Context: an optimization exercise on an open-source flow, tuned for small area, a short achievable clock period and few clock cycles per item. The choices shown serve that exercise and are no tape-out recipe. In this exercise RTL edits were held to simulation tests only and were not proved equivalent to the original. Power and IR drop assume default switching activity.

==> flow/design.v <==
`default_nettype none
package fetch_pkg;
	localparam int ADDR_WIDTH = 32;
	localparam int BUS_WIDTH = 64;
	localparam int INSN_WIDTH = 32;
	localparam int INSNS_PER_WORD = BUS_WIDTH / INSN_WIDTH;
	localparam int WORD_LSB = 3;
	localparam int FETCH_LIMIT = 8;
	localparam int LGFIFO = 3;
	localparam int LGDEPTH = LGFIFO + 4;
	typedef logic [ADDR_WIDTH-1:0] addr_t;
	typedef logic [BUS_WIDTH-1:0] bus_word_t;
	typedef logic [INSN_WIDTH-1:0] insn_t;
	typedef logic [LGDEPTH:0] depth_t;
	typedef logic [LGDEPTH-1:0] fill_t;
	typedef enum logic [1:0] {
		RESP_OKAY   = 2'b00,
		RESP_EXOKAY = 2'b01,
		RESP_SLVERR = 2'b10,
		RESP_DECERR = 2'b11
	} axi_resp_e;
endpackage
`default_nettype wire
`default_nettype none
module axil_fetch #(
	parameter int K = 3
) (
	input  logic S_AXI_ACLK,
	input  logic fifo_reset,
	input  logic i_new_pc,
	input  fetch_pkg::addr_t i_pc,
	input  logic i_ready,
	output fetch_pkg::insn_t o_insn,
	output fetch_pkg::addr_t o_pc,
	output logic o_valid,
	output logic o_illegal,
	output logic M_AXI_ARVALID,
	input  logic M_AXI_ARREADY,
	output fetch_pkg::addr_t M_AXI_ARADDR,
	input  logic M_AXI_RVALID,
	output logic M_AXI_RREADY,
	input  fetch_pkg::bus_word_t M_AXI_RDATA,
	input  logic [1:0] M_AXI_RRESP
);
	localparam int CW = $clog2(K + 1);
	logic active;
	logic [31:3] rq_addr;
	logic stale_hold;
	logic arv_ok, arv_spec;
	logic [3:0] inflight, inflight_n;
	logic [3:0] drop, drop_n;
	logic drop_zero, drop_zero_n;
	logic [CW-1:0] used, used_n;
	logic [63:0] buf_data [K];
	logic buf_err [K];
	logic [K-1:0] wr_oh, rd_oh, wr_oh_n, rd_oh_n;
	logic [CW-1:0] fcount, fcount_n;
	logic [K-1:0] wsel;
	logic acc, acc_live, acc_stale, ar_held;
	logic keep, fempty, nl, can_take;
	logic take, load, avail, free, pop, push;
	logic o_valid_n, o_illegal_n, spec_n;
	logic room_n, full_n, choke_n;
	logic src_err;
	logic [31:0] lane;
	assign M_AXI_RREADY = 1'b1;
	assign M_AXI_ARADDR = { rq_addr, 3'b000 };
	assign fempty = (fcount == 0);
	assign nl = o_pc[2] ^ o_valid;
	assign can_take = o_valid && !o_illegal;
	assign take = can_take && i_ready;
	assign load = !o_valid || take;
	assign keep = M_AXI_RVALID && drop_zero;
	assign avail = !fempty || keep;
	assign free = load && avail && nl;
	assign pop = load && nl && !fempty;
	assign push = keep && !(fempty && load && nl);
	always_comb
	begin
		lane = '0;
		src_err = fempty && M_AXI_RRESP[1];
		if (fempty && !nl)
			lane = lane | M_AXI_RDATA[31:0];
		if (fempty && nl)
			lane = lane | M_AXI_RDATA[63:32];
		for (int i = 0; i < K; i++)
		begin
			if (!fempty && rd_oh[i] && !nl)
				lane = lane | buf_data[i][31:0];
			if (!fempty && rd_oh[i] && nl)
				lane = lane | buf_data[i][63:32];
			if (!fempty && rd_oh[i])
				src_err = src_err | buf_err[i];
		end
	end
	assign M_AXI_ARVALID = arv_ok || (arv_spec && i_ready);
	assign acc = M_AXI_ARVALID && M_AXI_ARREADY;
	assign acc_stale = acc && (stale_hold || i_new_pc);
	assign acc_live = acc && !acc_stale;
	assign ar_held = M_AXI_ARVALID && !M_AXI_ARREADY;
	always_ff @(posedge S_AXI_ACLK)
	begin
		if (i_new_pc && !ar_held)
			rq_addr <= i_pc[31:3];
		else if (acc)
			rq_addr <= stale_hold ? o_pc[31:3] : rq_addr + 1'b1;
	end
	logic [3:0] inflight_up, inflight_dn, drop_up, drop_dn;
	logic [CW-1:0] used_up, used_dn, fcount_up, fcount_dn;
	logic [K-1:0] wr_rot, rd_rot;
	logic rv_stale;
	assign inflight_up = inflight + 1'b1;
	assign inflight_dn = inflight - 1'b1;
	assign drop_up = drop + 1'b1;
	assign drop_dn = drop - 1'b1;
	assign used_up = used + 1'b1;
	assign used_dn = used - 1'b1;
	assign fcount_up = fcount + 1'b1;
	assign fcount_dn = fcount - 1'b1;
	assign wr_rot = { wr_oh[K-2:0], wr_oh[K-1] };
	assign rd_rot = { rd_oh[K-2:0], rd_oh[K-1] };
	assign rv_stale = M_AXI_RVALID && !drop_zero;
	always_comb
	begin
		case ({ acc, M_AXI_RVALID })
		2'b10: inflight_n = inflight_up;
		2'b01: inflight_n = inflight_dn;
		default: inflight_n = inflight;
		endcase
		if (i_new_pc)
		begin
			drop_n = inflight_n;
			drop_zero_n = (inflight == 0 && acc == M_AXI_RVALID)
				|| (inflight == 1 && !acc && M_AXI_RVALID);
		end
		else
		begin
			case ({ acc_stale, rv_stale })
			2'b10: drop_n = drop_up;
			2'b01: drop_n = drop_dn;
			default: drop_n = drop;
			endcase
			drop_zero_n = !acc_stale && (drop_zero || (drop == 1 && M_AXI_RVALID));
		end
		case ({ acc_live, free })
		2'b10: used_n = used_up;
		2'b01: used_n = used_dn;
		default: used_n = used;
		endcase
		if (i_new_pc)
			used_n = '0;
		case ({ push, pop })
		2'b10: fcount_n = fcount_up;
		2'b01: fcount_n = fcount_dn;
		default: fcount_n = fcount;
		endcase
		wr_oh_n = push ? wr_rot : wr_oh;
		rd_oh_n = pop ? rd_rot : rd_oh;
		if (i_new_pc)
		begin
			fcount_n = '0;
			wr_oh_n = K'(1);
			rd_oh_n = K'(1);
		end
		if (i_new_pc)
		begin
			o_valid_n = 1'b0;
			o_illegal_n = 1'b0;
		end
		else
		begin
			o_valid_n = load ? avail : o_valid;
			o_illegal_n = load ? (avail && src_err) : o_illegal;
		end
		spec_n = !i_new_pc && (!fempty || keep)
			&& (load ? (!nl && !src_err) : (!o_illegal && nl));
		if (i_new_pc)
		begin
			room_n = 1'b1;
			full_n = 1'b0;
		end
		else if (acc_live && !free)
		begin
			room_n = (used < CW'(K - 1));
			full_n = (used == CW'(K - 1));
		end
		else if (free && !acc_live)
		begin
			room_n = 1'b1;
			full_n = 1'b0;
		end
		else
		begin
			room_n = (used < CW'(K));
			full_n = (used == CW'(K));
		end
		if (i_new_pc)
		begin
			if (acc && !M_AXI_RVALID)
				choke_n = inflight_up[3];
			else if (!acc && M_AXI_RVALID)
				choke_n = inflight_dn[3];
			else
				choke_n = inflight[3];
		end
		else
		begin
			if (acc_stale && !rv_stale)
				choke_n = drop_up[3];
			else if (!acc_stale && rv_stale)
				choke_n = drop_dn[3];
			else
				choke_n = drop[3];
		end
	end
	always_ff @(posedge S_AXI_ACLK)
	begin
		if (fifo_reset)
		begin
			inflight <= '0;
			drop <= '0;
			drop_zero <= 1'b1;
			used <= '0;
			active <= 1'b0;
			stale_hold <= 1'b0;
			arv_ok <= 1'b0;
			arv_spec <= 1'b0;
			wr_oh <= K'(1);
			rd_oh <= K'(1);
			fcount <= '0;
			wsel <= K'(1);
			o_valid <= 1'b0;
			o_illegal <= 1'b0;
		end
		else
		begin
			inflight <= inflight_n;
			drop <= drop_n;
			drop_zero <= drop_zero_n;
			used <= used_n;
			if (i_new_pc)
				active <= 1'b1;
			if (i_new_pc)
				stale_hold <= ar_held;
			else if (acc)
				stale_hold <= 1'b0;
			arv_ok <= ar_held || ((active || i_new_pc) && !choke_n && room_n);
			arv_spec <= !ar_held && (active || i_new_pc) && !choke_n && full_n
				&& spec_n;
			wr_oh <= wr_oh_n;
			rd_oh <= rd_oh_n;
			fcount <= fcount_n;
			wsel <= drop_zero_n ? wr_oh_n : '0;
			o_valid <= o_valid_n;
			o_illegal <= o_illegal_n;
		end
	end
	always_ff @(posedge S_AXI_ACLK)
	begin
		for (int i = 0; i < K; i++)
		begin
			if (M_AXI_RVALID && wsel[i])
			begin
				buf_data[i] <= M_AXI_RDATA;
				buf_err[i] <= M_AXI_RRESP[1];
			end
		end
	end
	always_ff @(posedge S_AXI_ACLK)
	begin
		if (load)
			o_insn <= { lane[7:0], lane[15:8], lane[23:16], lane[31:24] };
	end
	always_ff @(posedge S_AXI_ACLK)
	begin
		if (i_new_pc)
			o_pc <= i_pc;
		else if (take)
			o_pc <= { o_pc[31:2] + 1'b1, 2'b00 };
	end
endmodule
`default_nettype wire
Settings: LEC_CHECK=0, ABC_AREA=1, CAP_MARGIN=20, CORE_MARGIN=2, CORE_UTILIZATION=40, SETUP_SLACK_MARGIN=2.1, SLEW_MARGIN=20; clock period 4.0 ns.
standard.sh (not shown) runs the stock make flow with config.mk's settings and CLKGATE_MAP_FILE= SYNTH_SCRIPT=/design/flow/synth_recipe.tcl, a recipe that flattens the netlist after the stock synthesis.
==> flow/flow/run.sh <==
#!/bin/bash
set -euo pipefail
bash standard.sh "BUFFER_PORTS_ARGS=-buffer_cell sky130_fd_sc_hd__buf_1" \
	"CTS_ARGS=-sink_clustering_enable -repair_clock_nets -dont_use_dummy_load -sink_clustering_size 30 -sink_clustering_max_diameter 60" \
	finish > standard_flow.log 2>&1
The first run produced a clean layout.
Testbench counts at the start, summed over its fixed seeds: cycles 70,312, insns 52,201.
==> next run, changes <==
--- a/flow/config.mk
+++ b/flow/config.mk
@@ -8 +7,0 @@
-export ABC_AREA = 1
@@ -12 +11 @@
-export SETUP_SLACK_MARGIN = 2.1
+export SETUP_SLACK_MARGIN = 2.0
=> Via count decreases by roughly a tenth; non-clock buffer count decreases by 47; cell area decreases by a little under a tenth; routed wire length decreases by roughly a tenth; area after synthesis decreases by a few percent; die area decreases by a few percent.
==> next run, changes <==
--- a/flow/config.mk
+++ b/flow/config.mk
@@ -7,0 +8 @@
+export ABC_AREA = 1
@@ -11 +12 @@
-export SETUP_SLACK_MARGIN = 2.0
+export SETUP_SLACK_MARGIN = 1.9
Outcome: The new run produced a clean layout. Hold slack loses 0.038 ns. Power falls by a few percent. Flip-flop and latch count stays the same.
==> next run, changes <==
==> flow/flow/run.sh (replaced) <==
#!/bin/bash
set -euo pipefail
bash standard.sh "BUFFER_PORTS_ARGS=-buffer_cell sky130_fd_sc_hd__buf_1" finish > standard_flow.log 2>&1
--- a/flow/config.mk
+++ b/flow/config.mk
@@ -8 +7,0 @@
-export ABC_AREA = 1
@@ -11,2 +10,4 @@
-export CORE_UTILIZATION = 40
-export SETUP_SLACK_MARGIN = 1.9
+export CORE_UTILIZATION = 60
+export CTS_CLUSTER_DIAMETER = 50
+export CTS_CLUSTER_SIZE = 30
+export SETUP_SLACK_MARGIN = 2.0
- The changed run finished clean
- cell area rose by 4.6%
- synthesized area decreases by 3.1%
- count of clock-buffer cells in the layout rises by 5
- global-route usage goes up by 7.0 points
- wire length shrinks by 9.9%
- power climbs by about 13%
- hold slack gets better by 0.0042 ns

static timing again, ports no longer ideal:
No port has a modelled driver above. Below, the same layouts with a new extraction and two added sets of constraints.
Step 1: set_driving_cell puts a clkbuf_16 on S_AXI_ACLK and a buf_2 on each other input, an assumption about the parent block.
Step 2 also shifts input and output timing later by t, the mid clock arrival at the registers, as if the neighbouring blocks saw the same clock.
Three values: ideal ports, drivers, drivers and shift; two values: the first two.
run | shift t [ns] | slack for setup (ns) | worst setup path after step 2
the first run | 0.609 | 1.983 / 1.937 / 1.570 | input to register
the second run | 0.584 | 1.927 / 1.875 / 1.429 | input to register
the third run | 0.579 | 1.904 / 1.853 / 1.466 | input to register
the fourth run | 0.618 | 1.945 / 1.897 / 1.460 | input to register
After both steps setup and hold are still met in every run listed. The setup slack of the second run, which loses most, moves by -0.052 ns with the drivers and by -0.498 ns with both steps.
